Background: an optimization exercise with open tools, aiming at small area and a short achievable clock period. Do not read the settings as production practice.
Power and IR drop assume default switching activity.

Design gshare_predictor, start of the top module:
module gshare_predictor #(
    parameter int unsigned HIST_W = bp_pkg::HIST_W_DEF,
    parameter int unsigned PC_W   = bp_pkg::PC_W_DEF
) (
    input  logic              clk,
    input  logic              rst_n,
    input  logic              Pred_Valid,
    input  logic [PC_W-1:0]   Pred_PC,
    output logic              Pred_Taken,
    output logic [HIST_W-1:0] Pred_Index,
    input  logic              Upd_Valid,
    input  logic [HIST_W-1:0] Upd_Index,
    input  logic              Upd_Taken,
    input  logic              Upd_Mispredict,
    output logic [15:0]       Mispred_Count
);
    localparam int unsigned DEPTH = 2 ** HIST_W;
    logic [HIST_W-1:0] spec_hist;
    logic [HIST_W-1:0] arch_hist;
    logic [DEPTH-1:0]  dir;
    logic [DEPTH-1:0]  sat;
    logic              flush;
    assign Pred_Index = Pred_PC[HIST_W+1:2] ^ spec_hist;
    assign Pred_Taken = dir[Pred_Index];
    for (genvar i = 0; i < DEPTH; i++) begin : g_pht
        sat_counter u_cnt (
            .clk    (clk),
            .rst_n  (rst_n),
            .en     (Upd_Valid && (Upd_Index == HIST_W'(i))),
            .inc    (Upd_Taken),
            .dir    (dir[i]),
            .sat (sat[i])
        );
    end
    assign flush = Upd_Valid && Upd_Mispredict;
    always_ff @(posedge clk or negedge rst_n) begin
        if (!rst_n) begin
            spec_hist <= '0;
            arch_hist <= '0;
        end else begin
            if (Upd_Valid) begin
                arch_hist <= {arch_hist[HIST_W-2:0], Upd_Taken};
            end
            if (flush) begin
                spec_hist <= {arch_hist[HIST_W-2:0], Upd_Taken};
            end else if (Pred_Valid) begin
                spec_hist <= {spec_hist[HIST_W-2:0], Pred_Taken};
            end
        end
    end
    always_ff @(posedge clk or negedge rst_n) begin
        if (!rst_n) begin
            Mispred_Count <= '0;
        end else if (flush && (Mispred_Count != 16'hFFFF)) begin
            Mispred_Count <= Mispred_Count + 16'd1;
        end
    end
endmodule
Settings: LEC_CHECK=0, CAP_MARGIN=20, CORE_MARGIN=2, CORE_UTILIZATION=60, CTS_BUF_LIST=sky130_fd_sc_hd__clkbuf_8, CTS_CLUSTER_SIZE=20, SETUP_SLACK_MARGIN=3.0, SLEW_MARGIN=20; clock period 7.5 ns.
standard.sh (not shown) runs the stock make flow with config.mk's settings and CLKGATE_MAP_FILE= SYNTH_SCRIPT=/design/flow/synth_recipe.tcl, a recipe that flattens the netlist after the stock synthesis.
==> flow/flow/run.sh <==
#!/bin/bash
# Standard layout, except that the port buffers are buf_4 cells instead of
# the default choice, which is a slow delay buffer on this platform.
set -euo pipefail
export BUFFER_PORTS_ARGS="-buffer_cell sky130_fd_sc_hd__buf_4"
bash standard.sh > standard.log 2>&1
==> next run, changes <==
==> flow/run.sh (new file) <==
#!/bin/bash
# synth_recipe.tcl (not shown) runs the flow's synth.tcl, then flattens the netlist and writes it again
# the make line also repeats each setting of config.mk as NAME=value (left out here)
make -C /OpenROAD-flow-scripts/flow DESIGN_CONFIG=/design/flow/config.mk WORK_HOME=/design/flow/orfs CLKGATE_MAP_FILE= SYNTH_SCRIPT=/design/flow/synth_recipe.tcl finish
Settings changed: CORE_UTILIZATION 60 to 40, CTS_BUF_LIST sky130_fd_sc_hd__clkbuf_8 to default, CTS_CLUSTER_SIZE 20 to default.
removed: flow/flow/run.sh
removed: flow/standard.sh
After rerunning: The changed run completed with no timing, DRC or antenna violations; final cell count grows by 8.0%; core utilization shrinks by 22 points; worst setup slack improved by 61 ps; die area grows by 49%; global-route usage shrinks by 9.6 points.
==> next run, changes <==
==> flow/flow/run.sh (new file) <==
#!/bin/bash
# Standard layout, except that the port buffers are buf_4 cells instead of
# the default choice, which is a slow delay buffer on this platform.
set -euo pipefail
export BUFFER_PORTS_ARGS="-buffer_cell sky130_fd_sc_hd__buf_4"
bash standard.sh > standard.log 2>&1
==> flow/standard.sh (new file) <==
#!/bin/bash
# synth_recipe.tcl (not shown) runs the flow's synth.tcl, then flattens the netlist and writes it again
# the make line also repeats each setting of config.mk as NAME=value (left out here)
make -C /OpenROAD-flow-scripts/flow DESIGN_CONFIG=/design/flow/config.mk WORK_HOME=/design/flow/orfs CLKGATE_MAP_FILE= SYNTH_SCRIPT=/design/flow/synth_recipe.tcl "${@:-finish}"
Settings changed: CORE_UTILIZATION 40 to 60, CTS_BUF_LIST from default to sky130_fd_sc_hd__clkbuf_16, CTS_CLUSTER_DIAMETER from default to 80, CTS_CLUSTER_SIZE from default to 24.
removed: flow/run.sh
Effect:
- via count shrinks by about 1.5%
- clock power fell by about 35%
- critical path depth increases by 2
- setup slack is worse by 81 ps
- first-iteration DRC count grows by about 20%
- combinational power decreases by about 3%
- sequential share of layout area came out higher by 2.3 points
- total power goes down by about 14%
- die area goes down by 33%
- synthesized area stays the same
- routed wire length fell by about 3%
Function was not checked in any run of this note: the RTL went through the layout flow alone.

[afterwards: timing with drivers on the ports]
The results above use ideal ports. As a check the final layouts listed here were re-extracted and re-timed, cells and wires unchanged. Step 1 assumes that a clkbuf_16 drives the clock port and a buf_2 every other input. Step 2 times the ports against the registers' clock, not the clock port: input delays grow and output delays shrink by t, the midpoint of the rising clock arrivals with the driver on. Slacks: ideal / step 1 / step 2; pairs: ideal / step 1.
run | t (ns) | slack for setup (ns) | worst hold slack (ns) | pins driven straight from the clock port
the first run | 0.712 | 2.079 / 2.020 / 2.020 | 0.479 / 0.479 / 0.479 | 1
the second run | 0.673 | 2.140 / 2.108 / 2.108 | 0.499 / 0.499 / 0.499 | 1
the third run | 0.675 | 2.059 / 2.006 / 2.006 | 0.487 / 0.487 / 0.487 | 1
After both steps setup and hold are still met in every run listed. The setup slack of the first run, which loses most, moves by -0.059 ns with the drivers and by -0.059 ns with both steps.
